From an optimization exercise on the open Yosys and OpenROAD flow, aimed at small area, a short achievable clock period and few clock cycles per item; shortcuts taken in it are not production practice.
At most, simulation tests tie the RTL to the original design; equivalence was not proved.
For runs 2 to 4, only the layout was checked, not whether the RTL still works.
No activity file was given, so power comes from the tool's default toggle rates.

## flow/design.v

```verilog
`timescale 1ns/10ps
`default_nettype none
module req_fifo #(
  parameter int depth_bits = 4,
  parameter int afull = 12
) (
  input  wire                           clk,
  input  wire                           rst_n,
  input  wire                           we,
  input  wire [32-1:0]  din,
  input  wire                           re,
  output logic                          valid,
  output logic [32-1:0] dout,
  output logic [5:0] count,
  output logic                          empty,
  output logic                          almost_full
);
  localparam int depth = 2 ** depth_bits;
  localparam int fill_w = 5 + 1;
  logic [32-1:0] mem [0:depth-1];
  logic [depth_bits-1:0] wr_ptr;
  logic [depth_bits-1:0] rd_ptr;
  logic wr_ok;
  logic rd_ok;
  assign wr_ok = we && (count != fill_w'(depth));
  assign rd_ok = re && !empty;
  assign empty = (count == '0);
  assign almost_full = (count >= fill_w'(afull));
  always_ff @(posedge clk) begin
    if (wr_ok) begin
      mem[wr_ptr] <= din;
    end
  end
  always_ff @(posedge clk) begin
    if (rd_ok) begin
      dout <= mem[rd_ptr];
    end
  end
  always_ff @(posedge clk or negedge rst_n) begin
    if (!rst_n) begin
      wr_ptr <= '0;
      rd_ptr <= '0;
      count <= '0;
      valid <= 1'b0;
    end else begin
      if (wr_ok) begin
        wr_ptr <= wr_ptr + 1'b1;
      end
      if (rd_ok) begin
        rd_ptr <= rd_ptr + 1'b1;
      end
      valid <= rd_ok;
      case ({wr_ok, rd_ok})
        2'b10: count <= count + fill_w'(1);
        2'b01: count <= count - fill_w'(1);
        default: begin
        end
      endcase
    end
  end
endmodule
`default_nettype wire
`timescale 1ns/10ps
`default_nettype none
module req_input_bank (
  input  wire                                        clk,
  input  wire                                        rst_n,
  input  wire [5-1:0]                    req_en,
  input  wire [5*32-1:0] req_data,
  output logic [5-1:0]                   req_avail_in,
  input  wire [5-1:0]                    rd_mask,
  output logic [5-1:0]                   burst_ready,
  output logic                                       sel_en,
  output logic [32-1:0]              sel_data
);
  localparam int dw = 32;
  localparam int fill_w = 5 + 1;
  logic [5-1:0] in_we;
  logic [5*dw-1:0] in_din;
  logic [5-1:0] rd_valid;
  logic [5*dw-1:0] rd_dout;
  logic [5*fill_w-1:0] fill;
  logic [5-1:0] fifo_empty;
  logic [5-1:0] fifo_afull;
  logic [$clog2(5)-1:0] valid_idx;
  always_ff @(posedge clk or negedge rst_n) begin
    if (!rst_n) begin
      in_we <= '0;
      req_avail_in <= '0;
    end else begin
      in_we <= req_en;
      req_avail_in <= ~fifo_afull;
    end
  end
  always_ff @(posedge clk) begin
    in_din <= req_data;
  end
  for (genvar i = 0; i < 5; i++) begin : gen_fifo
    req_fifo #(
      .depth_bits(4),
      .afull(12)
    ) u_fifo (
      .clk(clk),
      .rst_n(rst_n),
      .we(in_we[i]),
      .din(in_din[dw*i +: dw]),
      .re(rd_mask[i]),
      .valid(rd_valid[i]),
      .dout(rd_dout[dw*i +: dw]),
      .count(fill[fill_w*i +: fill_w]),
      .empty(fifo_empty[i]),
      .almost_full(fifo_afull[i])
    );
    assign burst_ready[i] = (fill[fill_w*i +: fill_w] >= fill_w'(4));
  end
  always_comb begin
    valid_idx = '0;
    for (int i = 0; i < 5; i++) begin
      if (rd_valid[i]) begin
        valid_idx = i[$clog2(5)-1:0];
      end
    end
  end
  always_ff @(posedge clk or negedge rst_n) begin
    if (!rst_n) begin
      sel_en <= 1'b0;
    end else begin
      sel_en <= |rd_valid;
      sel_data <= rd_dout[dw*valid_idx +: dw];
    end
  end
endmodule
`default_nettype wire
`timescale 1ns/10ps
`default_nettype none
module rr_arbiter (
  input  wire                       clk,
  input  wire                       rst_n,
  input  wire [5-1:0]   request,
  input  wire                       advance,
  output logic [5-1:0]  grant,
  output logic                      grant_valid
);
  localparam int iw = $clog2(5);
  localparam logic [iw-1:0] last_port = iw'(5 - 1);
  logic [iw-1:0] ptr;
  logic [iw-1:0] grant_idx;
  int idx;
  always_comb begin
    grant = '0;
    grant_valid = 1'b0;
    grant_idx = '0;
    idx = 0;
    for (int i = 0; i < 5; i++) begin
      idx = int'(ptr) + i;
      if (idx >= 5) begin
        idx = idx - 5;
      end
      if (!grant_valid && request[idx]) begin
        grant[idx] = 1'b1;
        grant_valid = 1'b1;
        grant_idx = idx[iw-1:0];
      end
    end
  end
  always_ff @(posedge clk or negedge rst_n) begin
    if (!rst_n) begin
      ptr <= '0;
    end else if (advance) begin
      if (grant_idx == last_port) begin
        ptr <= '0;
      end else begin
        ptr <= grant_idx + 1'b1;
      end
    end
  end
endmodule
`default_nettype wire
`timescale 1ns/10ps
`default_nettype none
module burst_sequencer (
  input  wire                       clk,
  input  wire                       rst_n,
  input  wire [5-1:0]   grant,
  input  wire                       grant_valid,
  output logic                      advance,
  output logic [5-1:0]  rd_mask
);
  localparam int burst_w = $clog2(4 + 1);
  localparam int gap_w = $clog2(2 + 1);
  localparam logic [burst_w-1:0] burst_last = burst_w'(4 - 1);
  localparam logic [gap_w-1:0] gap_last = gap_w'(2 - 1);
  localparam logic [1:0] IDLE = 2'd0;
  localparam logic [1:0] READ = 2'd1;
  localparam logic [1:0] GAP = 2'd2;
  logic [1:0] state;
  logic [burst_w-1:0] burst_cnt;
  logic [gap_w-1:0] gap_cnt;
  assign advance = (state == IDLE) && grant_valid;
  always_ff @(posedge clk or negedge rst_n) begin
    if (!rst_n) begin
      state <= IDLE;
      rd_mask <= '0;
      burst_cnt <= '0;
      gap_cnt <= '0;
    end else begin
      case (state)
        IDLE: begin
          if (grant_valid) begin
            rd_mask <= grant;
            burst_cnt <= '0;
            state <= READ;
          end
        end
        READ: begin
          if (burst_cnt == burst_last) begin
            rd_mask <= '0;
            gap_cnt <= '0;
            state <= GAP;
          end else begin
            burst_cnt <= burst_cnt + 1'b1;
          end
        end
        GAP: begin
          if (gap_cnt == gap_last) begin
            state <= IDLE;
          end else begin
            gap_cnt <= gap_cnt + 1'b1;
          end
        end
        default: begin
          rd_mask <= '0;
          state <= IDLE;
        end
      endcase
    end
  end
endmodule
`default_nettype wire
`timescale 1ns/10ps
`default_nettype none
module wr_req_merge_top (
  input  wire                                        clk,
  input  wire                                        rst_n,
  input  wire [5-1:0]                    req_en,
  input  wire [5*32-1:0] req_data,
  output wire [5-1:0]                    req_avail_in,
  input  wire                                        avail_out,
  output logic                                       out_en,
  output logic [32-1:0]              out_data
);
  logic [5-1:0] burst_ready;
  logic [5-1:0] arb_request;
  logic [5-1:0] grant;
  logic [5-1:0] rd_mask;
  logic grant_valid;
  logic advance;
  logic sel_en;
  logic [32-1:0] sel_data;
  logic out_re;
  logic out_valid;
  logic [32-1:0] out_dout;
  logic out_empty;
  logic out_afull;
  req_input_bank u_bank (
    .clk(clk),
    .rst_n(rst_n),
    .req_en(req_en),
    .req_data(req_data),
    .req_avail_in(req_avail_in),
    .rd_mask(rd_mask),
    .burst_ready(burst_ready),
    .sel_en(sel_en),
    .sel_data(sel_data)
  );
  assign arb_request = burst_ready & {5{!out_afull}};
  rr_arbiter u_arbiter (
    .clk(clk),
    .rst_n(rst_n),
    .request(arb_request),
    .advance(advance),
    .grant(grant),
    .grant_valid(grant_valid)
  );
  burst_sequencer u_sequencer (
    .clk(clk),
    .rst_n(rst_n),
    .grant(grant),
    .grant_valid(grant_valid),
    .advance(advance),
    .rd_mask(rd_mask)
  );
  assign out_re = avail_out && !out_empty;
  req_fifo #(
    .depth_bits(5),
    .afull(24)
  ) u_out_fifo (
    .clk(clk),
    .rst_n(rst_n),
    .we(sel_en),
    .din(sel_data),
    .re(out_re),
    .valid(out_valid),
    .dout(out_dout),
    .count( ),
    .empty(out_empty),
    .almost_full(out_afull)
  );
  always_ff @(posedge clk or negedge rst_n) begin
    if (!rst_n) begin
      out_en <= 1'b0;
    end else begin
      out_en <= out_valid;
      out_data <= out_dout;
    end
  end
endmodule
`default_nettype wire
```

## flow/run.sh

```bash
#!/bin/bash
# synth_recipe.tcl (not shown) runs the flow's synth.tcl, then flattens the netlist and writes it again
# the make line also repeats each setting of config.mk as NAME=value (left out here)
make -C /OpenROAD-flow-scripts/flow DESIGN_CONFIG=/design/flow/config.mk WORK_HOME=/design/flow/orfs CLKGATE_MAP_FILE= SYNTH_SCRIPT=/design/flow/synth_recipe.tcl finish
```

## flow/config.mk

```make
export PLATFORM = sky130hd
export DESIGN_NAME = wr_req_merge_top
export DESIGN_NICKNAME = wr_req_merge_top
export VERILOG_FILES = /design/flow/design.v
export SDC_FILE = /design/flow/constraint.sdc
export NUM_CORES = 4
export LEC_CHECK = 0
export CAP_MARGIN = 20
export CORE_MARGIN = 2
export CORE_UTILIZATION = 40
export SLEW_MARGIN = 20
```

## flow/constraint.sdc

```tcl
create_clock -name core_clock -period 5.5 [get_ports {clk}]
set_input_delay 1.1000 -clock core_clock [delete_from_list [all_inputs] [get_ports {clk}]]
set_output_delay 1.1000 -clock core_clock [all_outputs]
set_load 0.01 [all_outputs]
```

==> summary.txt, run 1 <==
SYNTH
-------------------------------------------------------------------------------------------------
Yosys Warn Count                                                                                6
Cell accounting for the most synthesized area                                        sky130_fd_sc_hd__edfxtp_1
Ranking of synthesized cells by area                                                 sky130_fd_sc_hd__edfxtp_1, sky130_fd_sc_hd__mux4_2, sky130_fd_sc_hd__dfxtp_1
Share of the synthesized area in the top cell type                                          0.740
Share of async-settable or async-resettable flops after synthesis                          0.0289
#FFs+latches synth                                                                           4119
Synth top cells by count                                                             sky130_fd_sc_hd__edfxtp_1, sky130_fd_sc_hd__mux4_2, sky130_fd_sc_hd__clkbuf_1
EDFF count, synth                                                                            3840
Syn_area_per_cell                                                                        23.1 µm²
Sequential area share after synthesis                                                       0.780
Synthesized netlist cell count                                                               6737
Post-synthesis instance area                                                           156000 µm²
Number of nets in the synthesized netlist                                                    7010
Top_reg_cell synth                                                                   sky130_fd_sc_hd__edfxtp_1
Number of distinct library cell variants in the gate-level netlist after synthesis             90
Most instantiated library cell after synthesis                                       sky130_fd_sc_hd__edfxtp_1

PLACEMENT
-------------------------------------------------------------------------------------------------
Setup WS pre-CTS                                                                         0.919 ns
Placement Cell Area                                                                    166000 µm²
Number of buffers added on ports                                                              205
Global placement routability congestion                                                     0.822
HPWL after detailed placement                                                           206000 µm

TIMING
-------------------------------------------------------------------------------------------------
Fmax                                                                                    0.212 GHz
Count of pins over their slew limit                                                             0
Fin Clk Skew                                                                            0.0628 ns
Setup tns final                                                                              0 ns
Endpoints failing hold                                                                          0
Smallest hold slack                                                                      0.112 ns
Crit path setup slack, layout                                                            0.785 ns
Final Cycle Share                                                                           0.857
Final setup vio count                                                                           0
Unrepaired setup endpoints after global routing                                             false
Max-slew headroom                                                                           0.271
Time the final worst path needs with I/O delays and setup                                 4.72 ns
Pin slew with the least headroom to its limit                                             1.09 ns

WORST SETUP PATH
-------------------------------------------------------------------------------------------------
Worst reg2reg path endpoint                                                          u_arbiter.ptr[2]
Req. time, crit path                                                                      6.32 ns
Startpoint of the lowest-slack register-to-register path                             u_arbiter.ptr[0]
Kind of critical path                                                                     reg2reg
First element of the critical path                                                   u_arbiter.ptr[0]
Crit end category                                                                            flop
Register-to-Register Path Depth                                                                16
Library cell contributing the largest single delay on the critical path              sky130_fd_sc_hd__a2111oi_1
Peak fanout along the critical path                                                            32
Critical Path AT                                                                          5.53 ns
Highest cell delay on the worst timing path                                               0.49 ns
Reg2reg setup slack                                                                       0.78 ns
Nature of the critical path startpoint                                                       flop
Cell Chain, Critical Path                                                            buf_4 -> ha_1 -> nand2b_1 -> a21oi_1 -> nor2_2 -> inv_1 -> o311a_1 -> nor3_1 -> nor3_1 -> a311o_1 -> a221oi_1 -> buf_4 -> inv_1 -> ha_1 -> a2111oi_1 -> a221oi_2

CLOCK TREE
-------------------------------------------------------------------------------------------------
Count of buffers added by post-CTS timing repair for setup                                      0
Clock tree buffer depth                                                                         4
Clock sink count                                                                             4119
Buffer type at the clock tree root                                                   sky130_fd_sc_hd__clkbuf_16
Resize count post-CTS                                                                           0
Hold-fix buffers, CTS                                                                           0
TritonCTS clock tree                                                                         done
Source-to-sink clock delay at the later pin of the worst-skew pair                        0.97 ns
CTS clk-pin slew, worst paths                                                             0.06 ns
Number of buffers added by the clock tree synthesis step                                      413
Number of H-tree branching levels                                                               5

LAYOUT
-------------------------------------------------------------------------------------------------
NumNets Final                                                                                7554
Layout Cell Area excl Fill                                                             180000 µm²
Synthesis-to-finish area growth                                                             15.5%
Utilization of the core after routing                                                       0.463
Area occupied by multi-input gates                                                      33300 µm²
Share of cells above drive strength 1                                                       0.288
Filler cells                                                                                31900
Area taken by flip-flops and latches                                                   122000 µm²

ROUTE
-------------------------------------------------------------------------------------------------
Iter 0 DRT Violations                                                                        7157
Initial DRT Pass Iterations                                                                     5
Aggregate routed wire length                                                            363000 µm
DR vias/cell                                                                                 5.50
Number of remaining DRC errors                                                                  0
Post-DRT Antenna Nets                                                                           0
Wire per inst                                                                             28.3 µm
Routed vias                                                                                 70700

DIE
-------------------------------------------------------------------------------------------------
Initial core utilization                                                                    0.401
DIE HEIGHT                                                                                 628 µm
Number of placement rows                                                                      229
Die area                                                                               395000 µm²
I/O pin cnt                                                                                   206
Core region area                                                                       389000 µm²
Width of the chip                                                                          628 µm

GLOBAL ROUTE
-------------------------------------------------------------------------------------------------
Global routing met3 resource utilization                                                   0.0253
Met1 GRT Util                                                                               0.257
Met2 routing resource usage after global routing                                            0.297
Initial antenna violation count                                                                25
Grt total ovfl                                                                                  0
Global routing usage summed across all routing layers                                       0.181
Vias in the first global route                                                              72600
GRT busiest layer                                                                            met2
Pin count of the biggest net entering global routing                                          132
First-pass GRT wire length                                                              524000 µm

POWER AND IR DROP
-------------------------------------------------------------------------------------------------
Flop pwr share                                                                              0.451
Lkg Pwr                                                                                   56.2 nW
Power density over the cells                                                           509 nW/µm²
Cell internal pwr                                                                         64.9 mW
Net switching power                                                                       26.7 mW
Sw Ratio                                                                                    0.292
Part of the total power dissipated in the clock network                                     0.309
Worst supply voltage drop on vdd                                                         0.298 mV
Part of the power in combinational logic                                                    0.240

WORST HOLD PATH
-------------------------------------------------------------------------------------------------
Worst min-delay path class                                                               in2async

OUTCOME
-------------------------------------------------------------------------------------------------
Status                                                                               finished clean

RUN
-------------------------------------------------------------------------------------------------
# Max-Cap Violations                                                                            0

## worst max-delay path by stage
stage,endpoint
after detailed placement,u_arbiter.ptr[2]
after global placement,u_arbiter.ptr[2]
after CTS,u_arbiter.ptr[2]
after floorplan,u_arbiter.ptr[2]
final,u_arbiter.ptr[2]
after global routing,u_arbiter.ptr[2]
## metrics by stage
step                      std cells  power (mW)
after floorplan                6737        55.4
after global placement        12000        63.5
after detailed placement      12000        64.0
after CTS                     12800        92.3
after global routing          12800        95.3
final                         12900        91.6
## final cells by class
class / count / share of cell area
flip-flops and latches: 4119 / 0.675
repair buffers: 442 / 0.0248
clock inverters: 248 / 0.0148
well taps: 5197 / 0.0361
inverters: 80 / 0.00167
clock buffers: 529 / 0.0617
multi-input cells: 2225 / 0.185
diodes: 10 / 0.000139
## flip-flops by register name, summed over array words and instances (netlist names), 6 cells and up
register	count
u_out_fifo.mem	1024
u_bank.gen_fifo.u_fifo.mem	2560
u_out_fifo.count	6
u_out_fifo.dout	32
u_bank.gen_fifo.u_fifo.rd_ptr	20
u_bank.gen_fifo.u_fifo.count	30
out_data	32
u_bank.gen_fifo.u_fifo.wr_ptr	20
u_bank.sel_data	32
u_bank.gen_fifo.u_fifo.dout	160
u_bank.in_din	160
## routing by layer
layer  vias to the layer above  part of all wire  wire, µm
met3                       444             0.055     20000
met1                     38500              0.43    156000
met4                         0             0.025      9080
li1                      29600                 -         -
met2                      2230              0.49    178000
met5                         -                 0         0
## power groups by stage
stage,logic (mW),clock network (mW),registers [mW]
finish,22.0,28.3,41.3
global placement,21.0,0,42.5
CTS,21.4,28.9,42.1
floorplan,14.6,0,40.7
global route,23.6,30.1,41.6
detailed placement,21.3,0,42.7
## layout by cell type, fill, tap and decap left out, drive strengths merged, types with 20 or more instances in the layout
cell type and n:
clkdlybuf4s50 204, a21oi 101, xor2 24, nor2 149
mux2 45, o21ai 84, a21o 20, buf 238
nor3 31, edfxtp 3840, and2 69, ha 98
mux2i 39, bufinv 43, inv 96, nand2 130
xnor2 58, mux4 1122, clkbuf 529, nand3 24
dfxtp 160, clkinv 175, dfrtp 119
## kinds of logic (layout without fill, tap and decap cells)
| group | after synthesis | in the layout | synth area share |
|---|---|---|---|
| other | 0 | 10 | 0 |
| AND/OR/NAND/NOR | 509 | 509 | 0.0162 |
| buffers and inverters | 393 | 1299 | 0.00952 |
| adder cells (fa/ha/maj) | 105 | 105 | 0.00877 |
| AO/OA/AOI/OAI | 323 | 323 | 0.0134 |
| multiplexers | 1206 | 1206 | 0.168 |
| XOR/XNOR | 82 | 82 | 0.00466 |
| flip-flops | 4119 | 4119 | 0.780 |
## critical path: cells and delay by family (launching register included)
kind / cells / cell delay (ns)
buffers and inverters: 4 / 0.74
adders and majority gates: 2 / 0.68
and+or+nand+nor: 4 / 0.85
DFF: 1 / 0.36
AOI/OAI and AO/OA: 6 / 1.95
Testbench counts, summed over its fixed seeds: cycles 17,257, items 9,752.
==> run 2: changes to the inputs <==
==> flow/design.v (replaced) <==
`timescale 1ns/10ps
`default_nettype none
module wr_req_merge_top (
  input  wire                                        clk,
  input  wire                                        rst_n,
  input  wire [5-1:0]                    req_en,
  input  wire [5*32-1:0] req_data,
  output logic [5-1:0]                   req_avail_in,
  input  wire                                        avail_out,
  output logic                                       out_en,
  output logic [32-1:0]              out_data
);
  localparam int P = 5;
  localparam int DW = 32;
  localparam int BL = 4;
  logic [DW-1:0] slot [0:P*BL-1];
  logic [P*BL-1:0] v;         
  logic [P*BL-1:0] wp;        
  logic [P*BL-1:0] rd;        
  logic [P-1:0] we;
  logic [P-1:0] full;
  logic av_r;
  logic active;
  logic [P-1:0] cur;
  logic [BL-1:0] widx;
  logic [P*BL-1:0] sel;       
  logic [P-1:0] nxt;
  logic nv;
  logic [P-1:0] rr;           
  logic send;
  logic last;
  logic load;
  assign send = av_r && active;
  assign last = send && widx[BL-1];
  assign load = last || !active;
  assign rd = sel & {P*BL{send}};
  for (genvar i = 0; i < P; i++) begin : gen_client
    logic [BL-1:0] wpi;
    logic [BL-1:0] wpn;
    logic [BL-1:0] fr;
    assign wpi = wp[BL*i +: BL];
    assign wpn = {wpi[BL-2:0], wpi[BL-1]};
    assign fr = ~v[BL*i +: BL] | rd[BL*i +: BL];
    assign we[i] = req_en[i] && req_avail_in[i];
    assign full[i] = &v[BL*i +: BL];
    for (genvar j = 0; j < BL; j++) begin : gen_slot
      always_ff @(posedge clk) begin
        if (wpi[j] && req_avail_in[i]) begin
          slot[BL*i+j] <= req_data[DW*i +: DW];
        end
      end
    end
    always_ff @(posedge clk or negedge rst_n) begin
      if (!rst_n) begin
        v[BL*i +: BL] <= '0;
        wp[BL*i +: BL] <= BL'(1);
        req_avail_in[i] <= 1'b0;
      end else begin
        v[BL*i +: BL] <= (v[BL*i +: BL] & ~rd[BL*i +: BL]) | (wpi & {BL{we[i]}});
        if (we[i]) begin
          wp[BL*i +: BL] <= wpn;
          req_avail_in[i] <= |(wpn & fr);
        end else begin
          req_avail_in[i] <= |(wpi & fr);
        end
      end
    end
  end
  logic [P-1:0] cand;
  logic [P-1:0] pick;
  assign cand = full & ~(cur & {P{active}}) & ~(nxt & {P{nv}});
  always_comb begin
    logic [2*P-1:0] dbl;
    logic [2*P-1:0] rq;
    logic found;
    pick = '0;
    found = 1'b0;
    for (int k = 0; k < P; k++) begin
      for (int i = 0; i < P; i++) begin
        if (rr[k] && !found && cand[(k + i) % P]) begin
          pick[(k + i) % P] = 1'b1;
          found = 1'b1;
        end
      end
    end
  end
  always_ff @(posedge clk or negedge rst_n) begin
    if (!rst_n) begin
      av_r <= 1'b0;
      active <= 1'b0;
      cur <= '0;
      widx <= BL'(1);
      sel <= '0;
      nxt <= '0;
      nv <= 1'b0;
      rr <= P'(1);
      out_en <= 1'b0;
    end else begin
      av_r <= avail_out;
      out_en <= send;
      if (load) begin
        cur <= nxt;
        active <= nv;
        widx <= BL'(1);
        for (int i = 0; i < P; i++) begin
          sel[BL*i +: BL] <= {BL{nxt[i] & nv}} & BL'(1);
        end
      end else if (send) begin
        widx <= {widx[BL-2:0], widx[BL-1]};
        for (int i = 0; i < P; i++) begin
          sel[BL*i +: BL] <= {BL{cur[i]}} & {widx[BL-2:0], widx[BL-1]};
        end
      end
      if (load || !nv) begin
        nxt <= pick;
        nv <= |cand;
        if (|cand) begin
          rr <= {pick[P-2:0], pick[P-1]};
        end
      end
    end
  end
  always_ff @(posedge clk) begin
    logic [DW-1:0] d;
    d = '0;
    for (int k = 0; k < P*BL; k++) begin
      d = d | (slot[k] & {DW{sel[k]}});
    end
    out_data <= d;
  end
endmodule
`default_nettype wire
==> summary.txt, run 2 <==
TIMING
-------------------------------------------------------------------------------------------------
Crit path setup slack, layout                                                             2.69 ns
Final Cycle Share                                                                           0.510
Unrepaired setup endpoints after global routing                                             false
Smallest hold slack                                                                      0.466 ns
Max-slew headroom                                                                           0.262
Final setup vio count                                                                           0
Time the final worst path needs with I/O delays and setup                                 2.81 ns
Count of pins over their slew limit                                                             0
Fmax                                                                                    0.356 GHz
Pin slew with the least headroom to its limit                                             1.11 ns
Endpoints failing hold                                                                          0
Fin Clk Skew                                                                            0.0151 ns
Setup tns final                                                                              0 ns

DIE
-------------------------------------------------------------------------------------------------
I/O pin cnt                                                                                   206
DIE HEIGHT                                                                                 266 µm
Core region area                                                                        67500 µm²
Number of placement rows                                                                       95
Width of the chip                                                                          266 µm
Die area                                                                                70600 µm²
Initial core utilization                                                                    0.406

WORST HOLD PATH
-------------------------------------------------------------------------------------------------
Startpoint of the worst hold path                                                     slot[15][1]
Worst min-delay path class                                                                reg2reg
Worst Hold Path EP                                                                    out_data[1]
Hold path depth                                                                                 2

WORST SETUP PATH
-------------------------------------------------------------------------------------------------
Highest cell delay on the worst timing path                                               0.60 ns
Cell Chain, Critical Path                                                            clkdlybuf4s50_1
Reg2reg setup slack                                                                       3.12 ns
Register-to-Register Path Depth                                                                 4
Critical Path AT                                                                          1.71 ns
Peak fanout along the critical path                                                            10
Startpoint of the lowest-slack register-to-register path                                   active
Cell family with most CP delay                                                       buffers and inverters
Library cell contributing the largest single delay on the critical path              sky130_fd_sc_hd__clkdlybuf4s50_1
Critical path buffer and inverter count                                                         1
Kind of critical path                                                                     reg2out
Crit end category                                                                     output port
Worst reg2reg path endpoint                                                                nxt[0]
Req. time, crit path                                                                      4.40 ns
Nature of the critical path startpoint                                                       flop

LAYOUT
-------------------------------------------------------------------------------------------------
Share of cells above drive strength 1                                                       0.118
NumNets Final                                                                                1947
Most frequent standard cell in the layout excluding fill and tap cells               sky130_fd_sc_hd__edfxtp_1
Register bank with the most flops                                                            slot
Synthesis-to-finish area growth                                                             20.4%
Layout Cell Area excl Fill                                                              33000 µm²
Flip-flop count of the largest register after layout                                          640
Commonest cells after routing, fill and taps aside                                   sky130_fd_sc_hd__edfxtp_1, sky130_fd_sc_hd__clkdlybuf4s50_1, sky130_fd_sc_hd__a22o_1
Utilization of the core after routing                                                       0.488
Regs by FF count                                                                     slot x640, out_data x32

SYNTH
-------------------------------------------------------------------------------------------------
Syn_area_per_cell                                                                        17.7 µm²
Most instantiated library cell after synthesis                                       sky130_fd_sc_hd__edfxtp_1
EDFF count, synth                                                                             640
Synth top cells by count                                                             sky130_fd_sc_hd__edfxtp_1, sky130_fd_sc_hd__a22o_1, sky130_fd_sc_hd__a221oi_1
Share of the synthesized area in the top cell type                                          0.702
Post-synthesis instance area                                                            27400 µm²
Synthesized netlist cell count                                                               1546
Top_reg_cell synth                                                                   sky130_fd_sc_hd__edfxtp_1
Ranking of synthesized cells by area                                                 sky130_fd_sc_hd__edfxtp_1, sky130_fd_sc_hd__dfrtp_1, sky130_fd_sc_hd__a22o_1
#FFs+latches synth                                                                            760
Number of nets in the synthesized netlist                                                    1714
Number of distinct library cell variants in the gate-level netlist after synthesis             48
Cell accounting for the most synthesized area                                        sky130_fd_sc_hd__edfxtp_1
Share of async-settable or async-resettable flops after synthesis                           0.116
Yosys Warn Count                                                                                2
Sequential area share after synthesis                                                       0.806

POWER AND IR DROP
-------------------------------------------------------------------------------------------------
Part of the total power dissipated in the clock network                                     0.442
Worst supply voltage drop on vdd                                                         0.174 mV
Cell internal pwr                                                                         9.38 mW
Net switching power                                                                       2.26 mW
Flop pwr share                                                                              0.537
Lkg Pwr                                                                                   10.9 nW
Part of the power in combinational logic                                                    0.021
Power density over the cells                                                           353 nW/µm²
Sw Ratio                                                                                    0.194

OUTCOME
-------------------------------------------------------------------------------------------------
Status                                                                               finished clean

ROUTE
-------------------------------------------------------------------------------------------------
Wire per inst                                                                             32.2 µm
Post-DRT Antenna Nets                                                                           0
Aggregate routed wire length                                                             87300 µm
Iter 0 DRT Violations                                                                        2266
Number of remaining DRC errors                                                                  0
Initial DRT Pass Iterations                                                                     5
DR vias/cell                                                                                 6.16
Routed vias                                                                                 16700

GLOBAL ROUTE
-------------------------------------------------------------------------------------------------
First-pass GRT wire length                                                              122000 µm
Global routing usage summed across all routing layers                                       0.245
Pin count of the biggest net entering global routing                                           49
Vias in the first global route                                                              16700
Grt total ovfl                                                                                  0
Initial antenna violation count                                                                10

CLOCK TREE
-------------------------------------------------------------------------------------------------
Number of H-tree branching levels                                                               3
TritonCTS clock tree                                                                         done
Resize count post-CTS                                                                           0
Buffer type at the clock tree root                                                   sky130_fd_sc_hd__clkbuf_16
Clock sink count                                                                              760
Clock tree buffer depth                                                                         3
Hold-fix buffers, CTS                                                                           0
CTS clk-pin slew, worst paths                                                             0.06 ns
Number of buffers added by the clock tree synthesis step                                       76
Source-to-sink clock delay at the later pin of the worst-skew pair                        0.61 ns
Count of buffers added by post-CTS timing repair for setup                                      0

PLACEMENT
-------------------------------------------------------------------------------------------------
Placement Cell Area                                                                     30500 µm²
Global placement routability congestion                                                     0.920
Setup WS pre-CTS                                                                          2.94 ns
Number of buffers added on ports                                                              205
HPWL after detailed placement                                                            47700 µm

RUN
-------------------------------------------------------------------------------------------------
# Max-Cap Violations                                                                            0

==> run 2: per-stage QoR <==
| step | power [mW] | instances |
|---|---|---|
| final | 11.6 | 2714 |
| after global routing | 11.9 | 2713 |
| after CTS | 11.7 | 2710 |
| after detailed placement | 6.62 | 2574 |
| after global placement | 6.61 | 2574 |
| after floorplan | 6.40 | 1546 |
==> run 2: cell type report <==
| cell class | count | area [µm²] |
|---|---|---|
| Timing Repair Buffer | 247 | 2360 |
| Fill cell | 5589 | 34500 |
| Sequential cell | 760 | 22100 |
| Antenna cell | 4 | 10.0 |
| Multi-Input combinational cell | 687 | 4940 |
| Clock buffer | 110 | 2160 |
| Inverter | 7 | 26.3 |
| Clock inverter | 26 | 289 |
| Tap cell | 873 | 1090 |
==> run 2: cell families (layout without fill, tap and decap cells) <==
kind of cell	Yosys count	count (layout)	synth area share
AOI/OAI and AO/OA	402	402	0.125
buffers and inverters	99	390	0.0145
DFF	760	760	0.806
muxes	8	8	0.00324
other	0	4	0
and+or+nand+nor	277	277	0.0509
==> run 2: routing by layer <==
layer | wire, µm | track usage | vias to the layer above
met3 | 8970 | 0.0529 | 164
li1 | - | - | 6882
met2 | 42100 | 0.405 | 1067
met1 | 34200 | 0.328 | 8584
met4 | 1980 | 0.0685 | 12
met5 | 73 | 0 | -
==> run 2: power by group through the flow <==
stage               logic (mW)  clock network [mW]  registers, mW
finish                   0.243                5.14           6.25
detailed placement       0.241                   0           6.37
CTS                      0.243                5.21           6.25
floorplan               0.0252                   0           6.38
global route             0.257                5.43           6.25
global placement         0.237                   0           6.37
==> run 2: worst max path at each step <==
stage	startpoint	to	slack, ns	cells past startpoint
detailed placement	active	rr[1]	2.94	4
finish	req_avail_in[2]	req_avail_in[2]	2.69	1
global placement	active	rr[1]	3.03	4
CTS	req_avail_in[0]	req_avail_in[0]	2.65	1
global route	req_avail_in[2]	req_avail_in[2]	2.60	1
floorplan	wp[0]	slot[0][0]	3.76	1
==> run 3: changes to the inputs <==
--- a/flow/design.v
+++ b/flow/design.v
@@ -99,11 +99,11 @@
       av_r <= avail_out;
       out_en <= send;
       if (load) begin
-        cur <= nxt;
-        active <= nv;
+        cur <= nv ? nxt : pick;
+        active <= nv || (|cand);
         widx <= BL'(1);
         for (int i = 0; i < P; i++) begin
-          sel[BL*i +: BL] <= {BL{nxt[i] & nv}} & BL'(1);
+          sel[BL*i +: BL] <= {BL{nv ? nxt[i] : pick[i]}} & BL'(1);
         end
       end else if (send) begin
         widx <= {widx[BL-2:0], widx[BL-1]};
@@ -111,12 +111,14 @@
           sel[BL*i +: BL] <= {BL{cur[i]}} & {widx[BL-2:0], widx[BL-1]};
         end
       end
-      if (load || !nv) begin
+      if (load != nv) begin
         nxt <= pick;
         nv <= |cand;
-        if (|cand) begin
-          rr <= {pick[P-2:0], pick[P-1]};
-        end
+      end else if (load) begin
+        nv <= 1'b0;
+      end
+      if ((load || !nv) && (|cand)) begin
+        rr <= {pick[P-2:0], pick[P-1]};
       end
     end
   end
--- a/flow/config.mk
+++ b/flow/config.mk
@@ -7,5 +7,7 @@
 export LEC_CHECK = 0
 export CAP_MARGIN = 20
 export CORE_MARGIN = 2
-export CORE_UTILIZATION = 40
+export CORE_UTILIZATION = 65
+export CTS_BUF_LIST = sky130_fd_sc_hd__clkbuf_4 sky130_fd_sc_hd__clkbuf_8
+export SETUP_SLACK_MARGIN = 3.5
 export SLEW_MARGIN = 20
==> summary.txt, run 3 <==
SYNTH
-------------------------------------------------------------------------------------------------
EDFF count, synth                                                                             640
Most instantiated library cell after synthesis                                       sky130_fd_sc_hd__edfxtp_1
Share of async-settable or async-resettable flops after synthesis                           0.116
Share of the synthesized area in the top cell type                                          0.702
Number of nets in the synthesized netlist                                                    1719
Syn_area_per_cell                                                                        17.7 µm²
Number of distinct library cell variants in the gate-level netlist after synthesis             59
Top_reg_cell synth                                                                   sky130_fd_sc_hd__edfxtp_1
#FFs+latches synth                                                                            760
Synth top cells by count                                                             sky130_fd_sc_hd__edfxtp_1, sky130_fd_sc_hd__a22o_1, sky130_fd_sc_hd__a221oi_1
Synthesized netlist cell count                                                               1549
Post-synthesis instance area                                                            27400 µm²
Ranking of synthesized cells by area                                                 sky130_fd_sc_hd__edfxtp_1, sky130_fd_sc_hd__dfrtp_1, sky130_fd_sc_hd__a22o_1
Sequential area share after synthesis                                                       0.806
Yosys Warn Count                                                                                2
Cell accounting for the most synthesized area                                        sky130_fd_sc_hd__edfxtp_1

GLOBAL ROUTE
-------------------------------------------------------------------------------------------------
Met2 routing resource usage after global routing                                            0.614
Vias in the first global route                                                              17100
GRT busiest layer                                                                            met2
Initial antenna violation count                                                                 6
Met1 GRT Util                                                                               0.498
Global routing usage summed across all routing layers                                       0.374
Grt total ovfl                                                                                  0
First-pass GRT wire length                                                              114000 µm
Global routing met3 resource utilization                                                   0.0780
Pin count of the biggest net entering global routing                                           48

DIE
-------------------------------------------------------------------------------------------------
Core region area                                                                        41800 µm²
Number of placement rows                                                                       75
I/O pin cnt                                                                                   206
Width of the chip                                                                          209 µm
Die area                                                                                43800 µm²
Initial core utilization                                                                    0.656
DIE HEIGHT                                                                                 209 µm

POWER AND IR DROP
-------------------------------------------------------------------------------------------------
Sw Ratio                                                                                    0.222
Power density over the cells                                                           363 nW/µm²
Part of the total power dissipated in the clock network                                     0.386
Part of the power in combinational logic                                                    0.064
Net switching power                                                                       2.62 mW
Worst supply voltage drop on vdd                                                         0.257 mV
Cell internal pwr                                                                         9.22 mW
Lkg Pwr                                                                                   11.1 nW
Flop pwr share                                                                              0.550

TIMING
-------------------------------------------------------------------------------------------------
Count of pins over their slew limit                                                             0
Final setup vio count                                                                           0
Endpoints failing hold                                                                          0
Final Cycle Share                                                                           0.427
Pin slew with the least headroom to its limit                                            0.824 ns
Max-slew headroom                                                                           0.451
Setup tns final                                                                              0 ns
Unrepaired setup endpoints after global routing                                              true
Time the final worst path needs with I/O delays and setup                                 2.35 ns
Fmax                                                                                    0.426 GHz
Fin Clk Skew                                                                            0.0303 ns

LAYOUT
-------------------------------------------------------------------------------------------------
Filler cells                                                                                 2336
Register bank with the most flops                                                            slot
Most frequent standard cell in the layout excluding fill and tap cells               sky130_fd_sc_hd__edfxtp_1
Share of cells above drive strength 1                                                       0.196
Commonest cells after routing, fill and taps aside                                   sky130_fd_sc_hd__edfxtp_1, sky130_fd_sc_hd__clkdlybuf4s50_1, sky130_fd_sc_hd__a22o_1
Regs by FF count                                                                     slot x640, out_data x32
Area taken by flip-flops and latches                                                    22200 µm²
Synthesis-to-finish area growth                                                             19.1%
NumNets Final                                                                                2004
Flip-flop count of the largest register after layout                                          640
Area occupied by multi-input gates                                                       4950 µm²
Layout Cell Area excl Fill                                                              32600 µm²

CLOCK TREE
-------------------------------------------------------------------------------------------------
Source-to-sink clock delay at the later pin of the worst-skew pair                        0.70 ns
Number of buffers added by the clock tree synthesis step                                      112
Buffer type at the clock tree root                                                   sky130_fd_sc_hd__clkbuf_8
TritonCTS clock tree                                                                         done
Clock tree buffer depth                                                                         3
Number of H-tree branching levels                                                               3
Clock sink count                                                                              760
CTS clk-pin slew, worst paths                                                             0.06 ns

PLACEMENT
-------------------------------------------------------------------------------------------------
Global placement routability congestion                                                     0.943
HPWL after detailed placement                                                            43300 µm
Placement Cell Area                                                                     30100 µm²
Number of buffers added on ports                                                              205

ROUTE
-------------------------------------------------------------------------------------------------
Post-DRT Antenna Nets                                                                           0
Aggregate routed wire length                                                             81800 µm
DR vias/cell                                                                                 7.04
Number of remaining DRC errors                                                                  0
Iter 0 DRT Violations                                                                        2334
Wire per inst                                                                             33.1 µm
Routed vias                                                                                 17400
Initial DRT Pass Iterations                                                                     8

WORST SETUP PATH
-------------------------------------------------------------------------------------------------
Nature of the critical path startpoint                                                       flop
Peak fanout along the critical path                                                             4
Cell family with most CP delay                                                         flip-flops
Critical Path AT                                                                          1.25 ns
Cell Chain, Critical Path                                                                   buf_6
Kind of critical path                                                                     reg2out
Req. time, crit path                                                                      4.40 ns
Critical path buffer and inverter count                                                         1
Highest cell delay on the worst timing path                                               0.43 ns
Library cell contributing the largest single delay on the critical path              sky130_fd_sc_hd__dfrtp_2
Crit end category                                                                     output port

WORST HOLD PATH
-------------------------------------------------------------------------------------------------
Worst min-delay path class                                                               in2async

OUTCOME
-------------------------------------------------------------------------------------------------
Status                                                                               finished clean

RUN
-------------------------------------------------------------------------------------------------
# Max-Cap Violations                                                                            0

run 3: worst paths after layout:
kind	start	to	slack [ns]	depth (start not counted)
hold reg to reg	slot[18][14]	out_data[14]	0.47	2
setup / recovery	req_avail_in[2]	req_avail_in[2]	3.15	1
min in group core_clock	slot[18][14]	out_data[14]	0.47	2
hold / removal	rst_n	wp[17]	0.43	1
setup reg to reg	sel[14]	req_avail_in[3]	3.53	6
max in group asynchronous	rst_n	sel[10]	4.09	2
run 3: layer usage:
metal  wire [µm]  up-vias  part of all wire
met2       39200     1439              0.48
li1            -     7020                 -
met1       28700     8700              0.35
met4        3540        6             0.043
met3       10400      255              0.13
met5          37        -           0.00045
run 3: repair_timing:
action,CTS,global route
hold buffers,0,0
pin swaps,3,1
setup buffers,8,11
setup endpoints to repair,155,68
gates resized for setup,205,25
run 3: cell type report:
cell class	count	area share
antenna	4	0.000307
tap	539	0.0207
timing repair buffer	263	0.0762
multi-input combinational	687	0.152
inverter	10	0.00115
clock inverter	40	0.00637
sequential	760	0.679
clock buffer	171	0.0643
run 3: cell families after synthesis:
| logic type | Yosys count | share of synthesized area |
|---|---|---|
| adder cells (fa/ha/maj) | 2 | 0.000913 |
| flip-flops | 760 | 0.806 |
| AND/OR/NAND/NOR | 269 | 0.0503 |
| AO/OA/AOI/OAI | 412 | 0.127 |
| buffers and inverters | 102 | 0.0150 |
| multiplexers | 4 | 0.00160 |
run 3: power by group through the flow:
stage	logic [mW]	clock network, mW	registers, mW
final	0.759	4.57	6.51
after CTS	0.732	4.60	6.50
after global placement	0.750	0	6.60
after floorplan	0.331	0	6.57
after global routing	0.807	4.84	6.51
after detailed placement	0.762	0	6.61
run 3: per-stage QoR:
stage          std cells  total power, mW  setup WS, ns  utilization  hold slack [ns]
2_1_floorplan       1549             6.90          3.61            -            0.440
3_3_place_gp        2240             7.35          3.06        0.720            0.448
3_5_place_dp        2240             7.37          3.03        0.720            0.459
4_1_cts             2459             11.8          3.12        0.777            0.406
5_1_grt             2473             12.2          3.13        0.781            0.461
6_report            2474             11.8          3.15        0.781            0.427
==> run 4: changes to the inputs <==
--- a/flow/config.mk
+++ b/flow/config.mk
@@ -7,7 +7,8 @@
 export LEC_CHECK = 0
 export CAP_MARGIN = 20
 export CORE_MARGIN = 2
-export CORE_UTILIZATION = 65
-export CTS_BUF_LIST = sky130_fd_sc_hd__clkbuf_4 sky130_fd_sc_hd__clkbuf_8
+export CORE_UTILIZATION = 70
+export CTS_BUF_LIST = sky130_fd_sc_hd__clkbuf_8 sky130_fd_sc_hd__clkbuf_16
+export CTS_CLUSTER_SIZE = 30
 export SETUP_SLACK_MARGIN = 3.5
 export SLEW_MARGIN = 20
==> summary.txt, run 4 <==
WORST SETUP PATH
-------------------------------------------------------------------------------------------------
Library cell contributing the largest single delay on the critical path              sky130_fd_sc_hd__dfrtp_2
Peak fanout along the critical path                                                             2
Nature of the critical path startpoint                                                       flop
Cell family with most CP delay                                                         flip-flops
Cell Chain, Critical Path                                                                   buf_6
Reg2reg setup slack                                                                       3.49 ns
Crit end category                                                                     output port
Kind of critical path                                                                     reg2out
Highest cell delay on the worst timing path                                               0.43 ns
Critical path buffer and inverter count                                                         1
Critical Path AT                                                                          1.15 ns
Req. time, crit path                                                                      4.40 ns

DIE
-------------------------------------------------------------------------------------------------
DIE HEIGHT                                                                                 202 µm
Number of placement rows                                                                       72
I/O pin cnt                                                                                   206
Die area                                                                                40700 µm²
Core region area                                                                        38600 µm²
Initial core utilization                                                                    0.709
Width of the chip                                                                          202 µm

CLOCK TREE
-------------------------------------------------------------------------------------------------
Buffer type at the clock tree root                                                   sky130_fd_sc_hd__clkbuf_16
Clock sink count                                                                              760
CTS clk-pin slew, worst paths                                                             0.06 ns
Number of H-tree branching levels                                                               3
Number of buffers added by the clock tree synthesis step                                       71
Source-to-sink clock delay at the later pin of the worst-skew pair                        0.60 ns
Clock tree buffer depth                                                                         3
TritonCTS clock tree                                                                         done

POWER AND IR DROP
-------------------------------------------------------------------------------------------------
Power density over the cells                                                           370 nW/µm²
Lkg Pwr                                                                                   11.1 nW
Worst supply voltage drop on vdd                                                         0.271 mV
Final Power                                                                               12.1 mW

OUTCOME
-------------------------------------------------------------------------------------------------
Status                                                                               finished clean

TIMING
-------------------------------------------------------------------------------------------------
Final Cycle Share                                                                           0.409
Max-slew headroom                                                                           0.414
Smallest hold slack                                                                      0.379 ns
Time the final worst path needs with I/O delays and setup                                 2.25 ns
Pin slew with the least headroom to its limit                                            0.879 ns
Fin Clk Skew                                                                            0.0265 ns
Unrepaired setup endpoints after global routing                                              true
Fmax                                                                                    0.445 GHz
Setup tns final                                                                              0 ns
Endpoints failing hold                                                                          0
Count of pins over their slew limit                                                             0
Final setup vio count                                                                           0

ROUTE
-------------------------------------------------------------------------------------------------
Number of remaining DRC errors                                                                  0
Wire per inst                                                                             34.6 µm
Post-DRT Antenna Nets                                                                           0
Aggregate routed wire length                                                             82300 µm
DR vias/cell                                                                                 7.41
Initial DRT Pass Iterations                                                                     6
Routed vias                                                                                 17600
Iter 0 DRT Violations                                                                        3060

SYNTH
-------------------------------------------------------------------------------------------------
Syn_area_per_cell                                                                        17.7 µm²
EDFF count, synth                                                                             640
Ranking of synthesized cells by area                                                 sky130_fd_sc_hd__edfxtp_1, sky130_fd_sc_hd__dfrtp_1, sky130_fd_sc_hd__a22o_1
Share of the synthesized area in the top cell type                                          0.702
Number of distinct library cell variants in the gate-level netlist after synthesis             59
Most instantiated library cell after synthesis                                       sky130_fd_sc_hd__edfxtp_1
#FFs+latches synth                                                                            760
Synth top cells by count                                                             sky130_fd_sc_hd__edfxtp_1, sky130_fd_sc_hd__a22o_1, sky130_fd_sc_hd__a221oi_1
Synthesized netlist cell count                                                               1549
Sequential area share after synthesis                                                       0.806
Top_reg_cell synth                                                                   sky130_fd_sc_hd__edfxtp_1
Post-synthesis instance area                                                            27400 µm²
Number of nets in the synthesized netlist                                                    1719
Cell accounting for the most synthesized area                                        sky130_fd_sc_hd__edfxtp_1
Share of async-settable or async-resettable flops after synthesis                           0.116
Yosys Warn Count                                                                                2

GLOBAL ROUTE
-------------------------------------------------------------------------------------------------
Global routing usage summed across all routing layers                                       0.407
Initial antenna violation count                                                                 8
Pin count of the biggest net entering global routing                                           70
Grt total ovfl                                                                                  0
First-pass GRT wire length                                                              117000 µm
Vias in the first global route                                                              17400

LAYOUT
-------------------------------------------------------------------------------------------------
Most frequent standard cell in the layout excluding fill and tap cells               sky130_fd_sc_hd__edfxtp_1
Synthesis-to-finish area growth                                                             19.1%
Layout Cell Area excl Fill                                                              32600 µm²
Regs by FF count                                                                     slot x640, out_data x32
NumNets Final                                                                                1968
Register bank with the most flops                                                            slot
Commonest cells after routing, fill and taps aside                                   sky130_fd_sc_hd__edfxtp_1, sky130_fd_sc_hd__clkdlybuf4s50_1, sky130_fd_sc_hd__a22o_1
Share of cells above drive strength 1                                                       0.160
Flip-flop count of the largest register after layout                                          640

WORST HOLD PATH
-------------------------------------------------------------------------------------------------
Worst min-delay path class                                                               in2async

PLACEMENT
-------------------------------------------------------------------------------------------------
HPWL after detailed placement                                                            43100 µm
Global placement routability congestion                                                     0.909
Number of buffers added on ports                                                              205
Placement Cell Area                                                                     30100 µm²

RUN
-------------------------------------------------------------------------------------------------
# Max-Cap Violations                                                                            0

==> run 4: worst paths after layout <==
check,start,endpoint,depth (start not counted)
min in group core_clock,slot[18][15],out_data[15],2
worst min register to register,slot[18][15],out_data[15],2
worst min-delay path,rst_n,wp[9],1
max in group asynchronous,rst_n,sel[4],2
worst max register to register,active,sel[4],6
worst max-delay path,req_avail_in[0],req_avail_in[0],1
==> run 4: metal layers <==
layer,part of all wire,track usage
met2,0.47,0.629
met5,0.00049,0
met1,0.34,0.555
met3,0.15,0.104
met4,0.049,0.196
==> run 4: layout make-up <==
cell class	count	area, µm²
repair buffers	268	2540
multi-input cells	687	4980
well taps	518	648
clock buffers	84	2010
diodes	6	15.0
clock inverters	45	251
flip-flops and latches	760	22100
inverters	10	41.3
fillers	1736	6010
==> run 4: report_power, final <==
| group | switching (mW) | total [mW] | internal [mW] |
|---|---|---|---|
| logic | 0.398 | 0.784 | 0.386 |
| clock network | 2.07 | 4.76 | 2.69 |
| registers | 0.143 | 6.51 | 6.37 |
==> run 4: logic make-up (layout without fill, tap and decap cells) <==
family / count (synthesis) / in the layout / share of synthesized area
compound gates: 412 / 412 / 0.127
fa+ha+maj: 2 / 2 / 0.000913
buf+inv: 102 / 407 / 0.0150
other cells: 0 / 6 / 0
mux: 4 / 4 / 0.00160
simple gates: 269 / 269 / 0.0503
flops: 760 / 760 / 0.806
==> run 4: metrics by stage <==
step / cells / setup WS (ns) / util
2_1_floorplan: 1549 / 3.61 / -
3_3_place_gp: 2221 / 2.92 / 0.778
3_5_place_dp: 2221 / 2.89 / 0.778
4_1_cts: 2361 / 3.24 / 0.838
5_1_grt: 2376 / 3.23 / 0.844
6_report: 2378 / 3.25 / 0.844
==> run 4: what timing repair did <==
| action | 4_1_cts | 5_1_grt |
|---|---|---|
| setup buffers | 11 | 11 |
| hold buffers | 0 | 0 |
| pin swaps | 2 | 3 |
| endpoints found under the hold margin | 0 | 0 |
| gates cloned | 0 | 0 |
| gates resized for setup | 213 | 41 |
| setup endpoints to repair | 148 | 102 |
==> run 5: changes to the inputs <==
--- a/flow/design.v
+++ b/flow/design.v
@@ -33,19 +33,24 @@
   assign send = av_r && active;
   assign last = send && widx[BL-1];
   assign load = last || !active;
-  assign rd = sel & {P*BL{send}};
+  for (genvar i = 0; i < P; i++) begin : gen_rd
+    assign rd[BL*i +: BL] = widx & {BL{send && cur[i]}};
+  end
   for (genvar i = 0; i < P; i++) begin : gen_client
     logic [BL-1:0] wpi;
     logic [BL-1:0] wpn;
     logic [BL-1:0] fr;
+    logic [BL-1:0] vn;
+    logic le_any;
     assign wpi = wp[BL*i +: BL];
     assign wpn = {wpi[BL-2:0], wpi[BL-1]};
     assign fr = ~v[BL*i +: BL] | rd[BL*i +: BL];
-    assign we[i] = req_en[i] && req_avail_in[i];
-    assign full[i] = &v[BL*i +: BL];
+    assign le_any = |(wpi & ~v[BL*i +: BL]);
+    assign we[i] = req_en[i] && le_any;
+    assign vn = (v[BL*i +: BL] & ~rd[BL*i +: BL]) | (wpi & {BL{we[i]}});
     for (genvar j = 0; j < BL; j++) begin : gen_slot
       always_ff @(posedge clk) begin
-        if (wpi[j] && req_avail_in[i]) begin
+        if (wpi[j] && !v[BL*i+j]) begin
           slot[BL*i+j] <= req_data[DW*i +: DW];
         end
       end
@@ -53,10 +58,12 @@
     always_ff @(posedge clk or negedge rst_n) begin
       if (!rst_n) begin
         v[BL*i +: BL] <= '0;
+        full[i] <= 1'b0;
         wp[BL*i +: BL] <= BL'(1);
         req_avail_in[i] <= 1'b0;
       end else begin
-        v[BL*i +: BL] <= (v[BL*i +: BL] & ~rd[BL*i +: BL]) | (wpi & {BL{we[i]}});
+        v[BL*i +: BL] <= vn;
+        full[i] <= &vn;
         if (we[i]) begin
           wp[BL*i +: BL] <= wpn;
           req_avail_in[i] <= |(wpn & fr);
--- a/flow/config.mk
+++ b/flow/config.mk
@@ -7,8 +7,8 @@
 export LEC_CHECK = 0
 export CAP_MARGIN = 20
 export CORE_MARGIN = 2
-export CORE_UTILIZATION = 70
+export CORE_UTILIZATION = 75
 export CTS_BUF_LIST = sky130_fd_sc_hd__clkbuf_8 sky130_fd_sc_hd__clkbuf_16
 export CTS_CLUSTER_SIZE = 30
-export SETUP_SLACK_MARGIN = 3.5
+export SETUP_SLACK_MARGIN = 4.0
 export SLEW_MARGIN = 20
==> summary.txt, run 5 <==
CLOCK TREE
-------------------------------------------------------------------------------------------------
Count of buffers added by post-CTS timing repair for setup                                    157
Clock sink count                                                                              765
Hold-fix buffers, CTS                                                                           0
Clock tree buffer depth                                                                         3
Number of H-tree branching levels                                                               3
Resize count post-CTS                                                                         511
Number of buffers added by the clock tree synthesis step                                       71
Buffer type at the clock tree root                                                   sky130_fd_sc_hd__clkbuf_16

SYNTH
-------------------------------------------------------------------------------------------------
Synth top cells by count                                                             sky130_fd_sc_hd__edfxtp_1, sky130_fd_sc_hd__a22o_1, sky130_fd_sc_hd__a221oi_1
#FFs+latches synth                                                                            765
Syn_area_per_cell                                                                        17.5 µm²
Cell accounting for the most synthesized area                                        sky130_fd_sc_hd__edfxtp_1
Share of the synthesized area in the top cell type                                          0.694
Most instantiated library cell after synthesis                                       sky130_fd_sc_hd__edfxtp_1
Number of nets in the synthesized netlist                                                    1748
EDFF count, synth                                                                             640
Post-synthesis instance area                                                            27700 µm²
Share of async-settable or async-resettable flops after synthesis                           0.122
Synthesized netlist cell count                                                               1578
Ranking of synthesized cells by area                                                 sky130_fd_sc_hd__edfxtp_1, sky130_fd_sc_hd__dfrtp_1, sky130_fd_sc_hd__a22o_1
Top_reg_cell synth                                                                   sky130_fd_sc_hd__edfxtp_1
Sequential area share after synthesis                                                       0.802
Yosys Warn Count                                                                                2
Number of distinct library cell variants in the gate-level netlist after synthesis             52

PLACEMENT
-------------------------------------------------------------------------------------------------
Global placement routability congestion                                                     0.906
Number of buffers added on ports                                                              205
Placement Cell Area                                                                     30500 µm²
Placed cell count                                                                            2217
HPWL after detailed placement                                                            45400 µm

DIE
-------------------------------------------------------------------------------------------------
Width of the chip                                                                          196 µm
Initial core utilization                                                                    0.760
DIE HEIGHT                                                                                 196 µm
I/O pin cnt                                                                                   206
Number of placement rows                                                                       70

OUTCOME
-------------------------------------------------------------------------------------------------
Error that stopped the run                                                           [ERROR DPL-0033] detailed placement checks failed during check placement.
Status                                                                               stopped before the end
Stop stage                                                                                4_1_cts

-- run 5: cell types whose count changed after synthesis, moves of 8 or more --
cell	change
sky130_fd_sc_hd__nand3_1	-34
sky130_fd_sc_hd__o21ai_0	+31
sky130_fd_sc_hd__a22o_1	-17
sky130_fd_sc_hd__nor2b_1	+19
sky130_fd_sc_hd__o22ai_1	+13
sky130_fd_sc_hd__nand2_1	-11
sky130_fd_sc_hd__clkbuf_1	-17
sky130_fd_sc_hd__nor3_1	-8
sky130_fd_sc_hd__inv_1	+36
-- run 5: worst max-delay path by stage --
stage / start / endpoint / slack, ns / cells past startpoint
3_5_place_dp: av_r / req_avail_in[2] / 3.10 / 5
2_1_floorplan: wp[4] / full[1] / 3.66 / 5
3_3_place_gp: req_en[1] / full[1] / 3.18 / 5
-- run 5: cells by family after synthesis --
group,count (synthesis),share of synthesized area
buf+inv,121,0.0174
mux,8,0.00289
simple gates,233,0.0436
compound gates,449,0.133
flops,765,0.802
fa+ha+maj,2,0.000904
-- run 5: metrics by stage --
step	setup slack, ns	hold slack (ns)
floorplan	3.66	0.440
global placement	3.18	0.456
detailed placement	3.10	0.461
-- run 5: power groups by stage --
stage          registers (mW)  logic [mW]  clock network [mW]
2_1_floorplan            7.01       0.602                   0
3_3_place_gp             7.04        1.23                   0
3_5_place_dp             7.06        1.26                   0
Testbench counts of run 5, summed over its fixed seeds: cycles 11,987, items 9,752.
==> run 6: changes to the inputs <==
--- a/flow/config.mk
+++ b/flow/config.mk
@@ -7,8 +7,8 @@
 export LEC_CHECK = 0
 export CAP_MARGIN = 20
 export CORE_MARGIN = 2
-export CORE_UTILIZATION = 75
+export CORE_UTILIZATION = 70
 export CTS_BUF_LIST = sky130_fd_sc_hd__clkbuf_8 sky130_fd_sc_hd__clkbuf_16
 export CTS_CLUSTER_SIZE = 30
-export SETUP_SLACK_MARGIN = 4.0
+export SETUP_SLACK_MARGIN = 3.5
 export SLEW_MARGIN = 20
==> summary.txt, run 6 <==
SYNTH
-------------------------------------------------------------------------------------------------
EDFF count, synth                                                                             640
Ranking of synthesized cells by area                                                 sky130_fd_sc_hd__edfxtp_1, sky130_fd_sc_hd__dfrtp_1, sky130_fd_sc_hd__a22o_1
Synth top cells by count                                                             sky130_fd_sc_hd__edfxtp_1, sky130_fd_sc_hd__a22o_1, sky130_fd_sc_hd__a221oi_1
Share of async-settable or async-resettable flops after synthesis                           0.122
Post-synthesis instance area                                                            27700 µm²
Number of distinct library cell variants in the gate-level netlist after synthesis             52
Most instantiated library cell after synthesis                                       sky130_fd_sc_hd__edfxtp_1
Syn_area_per_cell                                                                        17.5 µm²
#FFs+latches synth                                                                            765
Top_reg_cell synth                                                                   sky130_fd_sc_hd__edfxtp_1
Yosys Warn Count                                                                                2
Synthesized netlist cell count                                                               1578
Share of the synthesized area in the top cell type                                          0.694
Sequential area share after synthesis                                                       0.802
Number of nets in the synthesized netlist                                                    1748
Cell accounting for the most synthesized area                                        sky130_fd_sc_hd__edfxtp_1

DIE
-------------------------------------------------------------------------------------------------
Width of the chip                                                                          203 µm
Number of placement rows                                                                       72
Core region area                                                                        38800 µm²
Initial core utilization                                                                    0.713
I/O pin cnt                                                                                   206
Die area                                                                                41100 µm²
DIE HEIGHT                                                                                 203 µm

PLACEMENT
-------------------------------------------------------------------------------------------------
HPWL after detailed placement                                                            43800 µm
Number of buffers added on ports                                                              205
Global placement routability congestion                                                     0.945

WORST SETUP PATH
-------------------------------------------------------------------------------------------------
Critical Path AT                                                                          1.12 ns
Highest cell delay on the worst timing path                                               0.38 ns
Req. time, crit path                                                                      4.40 ns
Cell Chain, Critical Path                                                                   buf_2
Register-to-Register Path Depth                                                                 2
Peak fanout along the critical path                                                             1
First element of the critical path                                                   req_avail_in[2]
Kind of critical path                                                                     reg2out
Crit end category                                                                     output port
Critical path buffer and inverter count                                                         1
Startpoint of the lowest-slack register-to-register path                                    wp[9]
Cell family with most CP delay                                                         flip-flops
Library cell contributing the largest single delay on the critical path              sky130_fd_sc_hd__dfrtp_1
Nature of the critical path startpoint                                                       flop
Depth of the critical timing path with buffers and inverters included                           1

POWER AND IR DROP
-------------------------------------------------------------------------------------------------
Lkg Pwr                                                                                   11.1 nW
Worst supply voltage drop on vdd                                                         0.441 mV
Power density over the cells                                                           396 nW/µm²

CLOCK TREE
-------------------------------------------------------------------------------------------------
TritonCTS clock tree                                                                         done
Source-to-sink clock delay at the later pin of the worst-skew pair                        0.61 ns
Hold-fix buffers, CTS                                                                           0
Clock tree buffer depth                                                                         3
CTS clk-pin slew, worst paths                                                             0.06 ns
Number of H-tree branching levels                                                               3
Number of buffers added by the clock tree synthesis step                                       72
Clock sink count                                                                              765
Buffer type at the clock tree root                                                   sky130_fd_sc_hd__clkbuf_16

LAYOUT
-------------------------------------------------------------------------------------------------
Most frequent standard cell in the layout excluding fill and tap cells               sky130_fd_sc_hd__edfxtp_1
Share of cells above drive strength 1                                                       0.150
NumNets Final                                                                                2007
Synthesis-to-finish area growth                                                             19.5%
Flip-flop count of the largest register after layout                                          640
Commonest cells after routing, fill and taps aside                                   sky130_fd_sc_hd__edfxtp_1, sky130_fd_sc_hd__clkdlybuf4s50_1, sky130_fd_sc_hd__a22o_1
Register bank with the most flops                                                            slot
Regs by FF count                                                                     slot x640, out_data x32

ROUTE
-------------------------------------------------------------------------------------------------
Initial DRT Pass Iterations                                                                     6
Wire per inst                                                                             34.5 µm
DR vias/cell                                                                                 7.42
Routed vias                                                                                 17900
Aggregate routed wire length                                                             83500 µm
Iter 0 DRT Violations                                                                        2833
Number of remaining DRC errors                                                                  0
Post-DRT Antenna Nets                                                                           0

TIMING
-------------------------------------------------------------------------------------------------
Setup tns final                                                                              0 ns
Unrepaired setup endpoints after global routing                                              true
Count of pins over their slew limit                                                             0
Fin Clk Skew                                                                            0.0220 ns
Pin slew with the least headroom to its limit                                            0.834 ns
Final Cycle Share                                                                           0.404
Fmax                                                                                    0.450 GHz
Endpoints failing hold                                                                          0
Final setup vio count                                                                           0
Time the final worst path needs with I/O delays and setup                                 2.22 ns
Smallest hold slack                                                                      0.460 ns
Max-slew headroom                                                                           0.444

OUTCOME
-------------------------------------------------------------------------------------------------
Status                                                                               finished clean

GLOBAL ROUTE
-------------------------------------------------------------------------------------------------
First-pass GRT wire length                                                              119000 µm
Initial antenna violation count                                                                 7
Pin count of the biggest net entering global routing                                           51
Vias in the first global route                                                              18000
Grt total ovfl                                                                                  0
Global routing usage summed across all routing layers                                       0.414

WORST HOLD PATH
-------------------------------------------------------------------------------------------------
Worst min-delay path class                                                                reg2reg
Hold path depth                                                                                 2
Startpoint of the worst hold path                                                    slot[19][28]

RUN
-------------------------------------------------------------------------------------------------
# Max-Cap Violations                                                                            0

-- run 6: cell counts after synthesis --
No cell type changed its count.
-- run 6: worst paths after layout --
check                                       end  slack, ns
max in group asynchronous                sel[8]       3.93
worst min-delay path               out_data[28]       0.46
worst max register to register      slot[9][12]       3.49
worst max-delay path            req_avail_in[2]       3.28
min in group asynchronous                 rr[2]       0.49
worst min register to register     out_data[28]       0.46
-- run 6: cells by family after synthesis --
kind of cell	after synthesis	synth area share
compound gates	449	0.133
fa+ha+maj	2	0.000904
buf+inv	121	0.0174
flops	765	0.802
mux	8	0.00289
simple gates	233	0.0436
-- run 6: metal layers --
metal	track usage	up-vias	share of wire
li1	-	7031	-
met2	0.649	1836	0.47
met3	0.103	311	0.15
met5	0	-	0.00037
met4	0.194	6	0.047
met1	0.559	8754	0.33
-- run 6: what timing repair did --
action                                  CTS  global route
pin swaps                                 1             6
endpoints found under the setup margin  135            80
endpoints found under the hold margin     0             0
resized for setup                       210            38
gates cloned                              0             1
buffers inserted                          6             7
-- run 6: metrics by stage --
step,power (mW),std cells,util,instance area (µm²),setup slack (ns)
floorplan,7.58,1578,-,27800,3.59
finish,13.1,2417,0.852,33100,3.28
global route,13.4,2414,0.852,33100,3.27
CTS,13.0,2404,0.847,32900,3.26
detailed placement,8.30,2267,0.786,30500,3.05
global placement,8.27,2267,0.786,30500,3.18
-- run 6: area by class of cell --
type                       count  area [µm²]
timing repair buffer         259        2480
clock buffer                  77        1890
fill                        1720        5740
antenna                        5        12.5
multi-input combinational    693        5230
tap                          518         648
inverter                      46         173
clock inverter                54         390
sequential                   765       22300
-- run 6: report_power, final --
group          switching [mW]  leakage, nW  total (mW)  internal [mW]
registers               0.253         7.13        7.00           6.74
logic                   0.797         2.73        1.29          0.492
clock network            2.08         1.20        4.80           2.72
total                    3.13         11.1        13.1           9.96

==> what the ideal ports hide <==
How much do the figures lean on ideal ports? The routed layouts below were timed once more, with nothing changed but the port constraints.
Step 1 assumes that a clkbuf_16 drives the clock port and a buf_2 every other input.
Step 2 also shifts input and output timing later by t, the mid clock arrival at the registers, as if the neighbouring blocks saw the same clock.
a / b / c = ideal / step 1 / step 2; a / b = the first two.
run | t, ns | setup WS [ns] | worst setup path after step 2 | worst register clock-pin slew, ns | worst data-port slew with drivers (ns)
run 1 | 1.046 | 0.785 / 0.785 / 0.785 | register to register | 0.07 / 0.07 | 0.30
run 2 | 0.659 | 2.692 / 2.633 / 3.124 | register to register | 0.06 / 0.06 | 0.14
run 3 | 0.738 | 3.151 / 3.099 / 3.075 | input to register | 0.07 / 0.07 | 0.12
run 4 | 0.651 | 3.250 / 3.190 / 3.041 | input to register | 0.07 / 0.07 | 0.13
run 6 | 0.657 | 3.280 / 3.221 / 3.030 | input to register | 0.07 / 0.07 | 0.12
After both steps setup and hold are still met in every run listed. The setup slack of run 6, which loses most, moves by -0.059 ns with the drivers and by -0.250 ns with both steps.
